Background: an optimization exercise with open tools, aiming at a short achievable clock period and few clock cycles. Do not read the settings as production practice.
At most, simulation tests tie the RTL to the original design; equivalence was not proved.
Power is estimated from default activity; no workload was simulated.

## garnet
## rv_core
module rv_core (
	input  logic        clk,
	input  logic        reset,
	output logic [31:0] imem_addr,
	input  logic [31:0] imem_data,
	output logic [31:0] dmem_addr,
	output logic        dmem_we,
	output logic [31:0] dmem_wdata,
	input  logic [31:0] dmem_rdata
);
	localparam int BHT_W = 6;
	function automatic logic [32:0] ks_add(input logic [31:0] x, input logic [31:0] y,
		input logic ci);
		logic [31:0] p0, g, p, gn, pn;
		logic [32:0] r;
		p0 = x ^ y;
		g = x & y;
		p = p0;
		g[0] = g[0] | (p0[0] & ci);
		for (int d = 1; d < 32; d = d * 2) begin
			for (int i = 0; i < 32; i++) begin
				if (i >= d) begin
					gn[i] = g[i] | (p[i] & g[i - d]);
					pn[i] = p[i] & p[i - d];
				end else begin
					gn[i] = g[i];
					pn[i] = p[i];
				end
			end
			g = gn;
			p = pn;
		end
		r[0] = p0[0] ^ ci;
		for (int i = 1; i < 32; i++) begin
			r[i] = p0[i] ^ g[i - 1];
		end
		r[32] = g[31];
		ks_add = r;
	endfunction
	logic [11:0] pc_lo;
	logic [19:0] pc_hi;
	logic [19:0] pc_inc;
	logic        pc_c;
	logic [(1<<BHT_W)-1:0] bht_v;
	logic [1:0]  bht_c [(1<<BHT_W)];
	logic        u_en;
	logic [BHT_W-1:0] u_bi;
	logic [1:0]  u_bc;
	logic        u_taken;
	logic [31:0] rf [1:31];
	logic [31:0] w_val;
	logic [4:0]  w_rd;
	logic        w_we;
	logic        x_valid;
  ...
Size: ~7700 cells after synthesis, ~160 I/O pins, ~0.083 mm^2 of cells after synthesis.
==> flow/config.mk <==
export PLATFORM = sky130hd
export DESIGN_NAME = rv_core
export DESIGN_NICKNAME = rv_core
export VERILOG_FILES = /design/flow/design.v
export SDC_FILE = /design/flow/constraint.sdc
export NUM_CORES = 4
export LEC_CHECK = 0
export ABC_CLOCK_PERIOD_IN_PS = 2500
export CAP_MARGIN = 30
export CORE_MARGIN = 2
export CORE_UTILIZATION = 40
export SETUP_SLACK_MARGIN = 3.4
export SLEW_MARGIN = 30
export TNS_END_PERCENT = 100
==> flow/constraint.sdc <==
create_clock -name core_clock -period 7.0 [get_ports {clk}]
set_input_delay 1.4000 -clock core_clock [delete_from_list [all_inputs] [get_ports {clk}]]
set_output_delay 1.4000 -clock core_clock [all_outputs]
set_load 0.01 [all_outputs]
standard.sh (not shown) runs the stock make flow with config.mk's settings and CLKGATE_MAP_FILE= SYNTH_SCRIPT=/design/flow/synth_recipe.tcl, a recipe that flattens the netlist after the stock synthesis.
==> flow/flow/run.sh <==
#!/bin/bash
# The standard flow with two changes to how the layout is made: ports are
# buffered with buf_4 cells and repair may swap cells across footprints.
set -o pipefail
bash standard.sh MATCH_CELL_FOOTPRINT=0 "BUFFER_PORTS_ARGS=-buffer_cell sky130_fd_sc_hd__buf_4" finish > standard_flow.log 2>&1
garnet | status: complete | timing, DRC, antenna: pass
Testbench counts of garnet, summed over its fixed seeds: cycles 27,590.
The inputs of willow differ from those of garnet as listed below.
--- a/flow/design.v
+++ b/flow/design.v
@@ -74,22 +74,21 @@
 	logic        x_s_sll;
 	logic        x_s_sr;
 	logic        x_s_sra;
 	logic        x_s_link;
 	logic        x_ld;
 	logic        x_st;
 	logic        x_br;
 	logic [2:0]  x_f3;
 	logic [1:0]  x_bc;
 	logic [BHT_W-1:0] x_bi;
-	logic [10:0] m_ld_addr;
-	logic        m_ld;
+	logic [31:0] m_addr;
 	logic        m_we;
 	logic        sb_valid;
 	logic [31:0] sb_addr;
 	logic [31:0] sb_data;
 	logic [31:0] result;
 	logic        x_wr;
 	logic        redirect;
 	assign x_wr = x_valid && x_we;
 	logic [31:0] inst;
 	logic [4:0]  opc;
@@ -219,28 +218,28 @@
 			3'b100: taken = lt;
 			3'b101: taken = !lt;
 			3'b110: taken = ltu;
 			default: taken = !ltu;
 		endcase
 	end
 	assign redirect = x_r_jalr || (x_r_eq && eq) || (x_r_ne && !eq) || (x_r_lt && lt) ||
 		(x_r_ge && !lt) || (x_r_ltu && ltu) || (x_r_geu && !ltu);
 	assign jlo_w = ks_add({20'd0, a[11:0]}, {20'd0, b[11:0]}, 1'b0);
 	assign jlo = jlo_w[12:0];
-	assign sb_hit = sb_valid && sb_addr[10:2] == m_ld_addr[10:2];
+	assign sb_hit = sb_valid && sb_addr[10:2] == m_addr[10:2];
 	assign ldata = sb_hit ? sb_data : dmem_rdata;
 	assign result = x_s_add ? sum : (x_s_sub ? diff : (x_ld ? ldata : rest));
 	assign x_store = x_valid && x_st;
 	assign next_ld = d_ld && !stall;
 	assign sb_valid_n = x_store || (sb_valid && !m_we);
 	assign sb_addr_n = x_store ? sum : sb_addr;
-	assign dmem_addr = {sb_addr[31:11], m_ld ? m_ld_addr : sb_addr[10:0]};
+	assign dmem_addr = m_addr;
 	assign dmem_we = m_we;
 	assign dmem_wdata = sb_data;
 	logic [11:0] n_lo;
 	logic [19:0] n_hi;
 	logic [19:0] n_inc;
 	logic        n_c;
 	always_comb begin
 		if (stall) begin
 			n_lo = pc_lo;
 			n_hi = pc_hi;
@@ -362,23 +361,21 @@
 		end
 		if (u_en) begin
 			bht_c[u_bi] <= u_taken ? ((u_bc == 2'b11) ? 2'b11 : u_bc + 2'b01)
 				: ((u_bc == 2'b00) ? 2'b00 : u_bc - 2'b01);
 		end
 	end
 	always_ff @(posedge clk) begin
 		if (reset) begin
 			sb_valid <= 1'b0;
 			m_we <= 1'b0;
-			m_ld <= 1'b0;
 		end else begin
 			sb_valid <= sb_valid_n;
 			m_we <= sb_valid_n && !next_ld;
-			m_ld <= next_ld;
 		end
 		sb_addr <= sb_addr_n;
 		if (x_store) begin
 			sb_data <= x_sd;
 		end
-		m_ld_addr <= ld_lo;
+		m_addr <= {sb_addr_n[31:11], next_ld ? ld_lo : sb_addr_n[10:0]};
 	end
 endmodule
==> run summary <==
- Core utilization: willow higher than garnet
- Compound-gate portion of the synthesized area: garnet vs willow, no meaningful difference
- Compared with garnet, willow shows wire length lower by about 3%.
- In willow, the global-route usage over all layers came out 1.4 points below the value in garnet.
- From garnet to willow the numbers moved as follows: via count moved down; via count normalized by instance count now larger; number of buffers and inverters on the critical path +2; post-synthesis instance area shows a reduction of about 0.7%.
Testbench counts of willow, summed over its fixed seeds: cycles 27,590.

---

Another version of the RTL of rv_core (not shown whole).
For scale: roughly 1700 flip-flops, ~160 I/O pins, ~95000 um^2 of cells after synthesis.
Settings: LEC_CHECK=0, ABC_CLOCK_PERIOD_IN_PS=2500, CAP_MARGIN=30, CORE_MARGIN=2, CORE_UTILIZATION=40, SETUP_SLACK_MARGIN=4.2, SLEW_MARGIN=30, TNS_END_PERCENT=100; clock period 7.0 ns.
Scripts as last shown in full above: flow/flow/run.sh
Testbench counts at the start, summed over its fixed seeds: cycles 28,767.
Next try:
--- a/flow/design.v
+++ b/flow/design.v
@@ -31,16 +31,17 @@
 	logic [1:0]  d_bc;
 	logic [31:0] d_ra;
 	logic [31:0] d_rb;
 	logic        x_valid;
 	logic [4:0]  x_rd;
 	logic        x_we;
 	logic [31:0] x_a;
 	logic [31:0] x_b;
+	logic [31:0] x_bn;
 	logic [31:0] x_sd;
 	logic [31:0] x_link;
 	logic [31:0] x_alt;
 	logic        x_s_add;
 	logic        x_s_sub;
 	logic        x_s_slt;
 	logic        x_s_sltu;
 	logic        x_s_xor;
@@ -89,22 +90,24 @@
 	assign f_bc = bht_c[f_bi];
 	assign f_pred = f_jal || (f_br && (f_bv ? f_bc[1] : inst[31]));
 	assign pc_true_hi = pc_hi + pc_inc + {19'b0, pc_c};
 	assign lo_tgt = {1'b0, pc_lo} + {1'b0, f_imm[11:0]};
 	assign lo_seq = {1'b0, pc_lo} + 13'd4;
 	assign imem_addr = {pc_hi, pc_lo};
 	assign f_rs1 = inst[19:15];
 	assign f_rs2 = inst[24:20];
-	assign f_rs1_val = (f_rs1 == 5'd0) ? 32'd0 :
-		(x_wr && f_rs1 == x_rd) ? result :
-		(w_we && f_rs1 == w_rd) ? w_val : rf[f_rs1];
-	assign f_rs2_val = (f_rs2 == 5'd0) ? 32'd0 :
-		(x_wr && f_rs2 == x_rd) ? result :
-		(w_we && f_rs2 == w_rd) ? w_val : rf[f_rs2];
+	logic        f_x1, f_x2;
+	logic [31:0] f_rf1, f_rf2;
+	assign f_x1 = x_wr && f_rs1 == x_rd;
+	assign f_x2 = x_wr && f_rs2 == x_rd;
+	assign f_rf1 = (f_rs1 == 5'd0) ? 32'd0 : ((w_we && f_rs1 == w_rd) ? w_val : rf[f_rs1]);
+	assign f_rf2 = (f_rs2 == 5'd0) ? 32'd0 : ((w_we && f_rs2 == w_rd) ? w_val : rf[f_rs2]);
+	assign f_rs1_val = f_x1 ? result : f_rf1;
+	assign f_rs2_val = f_x2 ? result : f_rf2;
 	logic [4:0]  opc;
 	logic [2:0]  f3;
 	logic [6:0]  f7;
 	logic [4:0]  rd, rs1, rs2;
 	logic        enc_ok;
 	logic        d_op, d_opimm, d_lui, d_auipc, d_jal, d_jalr, d_br, d_ld, d_st;
 	logic        f7_zero, f7_alt;
 	logic [31:0] imm_i, imm_s, imm_b, imm_u;
@@ -185,21 +188,23 @@
 	logic        sb_hit;
 	logic [31:0] ldata;
 	logic        x_store;
 	logic        next_ld;
 	logic        sb_valid_n;
 	logic [31:0] sb_addr_n;
 	assign a = x_a;
 	assign b = x_b;
+	logic [32:0] dext;
 	assign sum = a + b;
-	assign diff = a - b;
-	assign lt = $signed(a) < $signed(b);
-	assign ltu = a < b;
-	assign eq = a == b;
+	assign dext = {1'b0, a} + {1'b0, x_bn} + 33'd1;
+	assign diff = dext[31:0];
+	assign ltu = !dext[32];
+	assign lt = (a[31] == x_bn[31]) ? a[31] : diff[31];
+	assign eq = (a ^ x_bn) == 32'hffffffff;
 	assign alu =
 		({32{x_s_add}}  & sum) |
 		({32{x_s_sub}}  & diff) |
 		({32{x_s_slt}}  & {31'b0, lt}) |
 		({32{x_s_sltu}} & {31'b0, ltu}) |
 		({32{x_s_xor}}  & (a ^ b)) |
 		({32{x_s_or}}   & (a | b)) |
 		({32{x_s_and}}  & (a & b)) |
@@ -303,16 +308,17 @@
 			x_valid <= 1'b0;
 		end else begin
 			x_valid <= 1'b1;
 		end
 		x_rd <= rd;
 		x_we <= (d_op || d_opimm || d_lui || d_auipc || d_jal || d_jalr || d_ld) && rd != 5'd0;
 		x_a <= xa_n;
 		x_b <= xb_n;
+		x_bn <= ~xb_n;
 		x_sd <= xsd_n;
 		x_link <= link;
 		x_alt <= alt;
 		x_s_add <= (d_op && f3 == 3'b000 && !f7[5]) || (d_opimm && f3 == 3'b000) ||
 			d_lui || d_auipc;
 		x_s_sub <= d_op && f3 == 3'b000 && f7[5];
 		x_s_slt <= (d_op || d_opimm) && f3 == 3'b010;
 		x_s_sltu <= (d_op || d_opimm) && f3 == 3'b011;
=> Now the flow completed and failed the layout checks on antenna violations; worst hold slack stays flat; cell area increases by 3.8%; first-iteration DRC count increases by about 0.56%; maximum frequency increases by 8.4%; clock-buffer cell count increases by 18; power increases by about 2.3%; clock power hardly moves.
No functional check of the RTL was part of the second run of this note.

static timing again, ports no longer ideal:
How much do the figures lean on ideal ports? The routed layouts below were timed once more, with nothing changed but the port constraints.
Step 1 (the two cells are an assumption about what drives the block):
set clk [get_ports {clk}]
set_driving_cell -lib_cell sky130_fd_sc_hd__clkbuf_16 $clk
set_driving_cell -lib_cell sky130_fd_sc_hd__buf_2 [delete_from_list [all_inputs] $clk]
Step 2 adds t to the input delays and takes it off the output delays; t is the mean of the earliest and latest rising clock arrival at the registers after step 1. Input paths then give back, and output paths get back, about the clock's delay inside the block.
Slacks: ideal / step 1 / step 2; pairs: ideal / step 1.
run	t (ns)	setup slack, ns	hold WS [ns]	slew at the worst register clock pin (ns)	cell pins on the clock port's net
garnet	0.941	3.130 / 3.107 / 2.166	0.327 / 0.327 / 0.327	0.07 / 0.07	1
willow	0.979	3.114 / 3.101 / 2.122	0.322 / 0.322 / 0.322	0.07 / 0.07	1
the first run of note 2	0.943	2.856 / 2.856 / 2.173	0.324 / 0.324 / 0.324	0.07 / 0.07	1
the second run of note 2	0.952	3.176 / 3.176 / 2.295	0.325 / 0.325 / 0.325	0.08 / 0.08	1
For willow, which loses most, drivers alone change the setup slack by -0.013 ns; drivers and shift together by -0.992 ns.
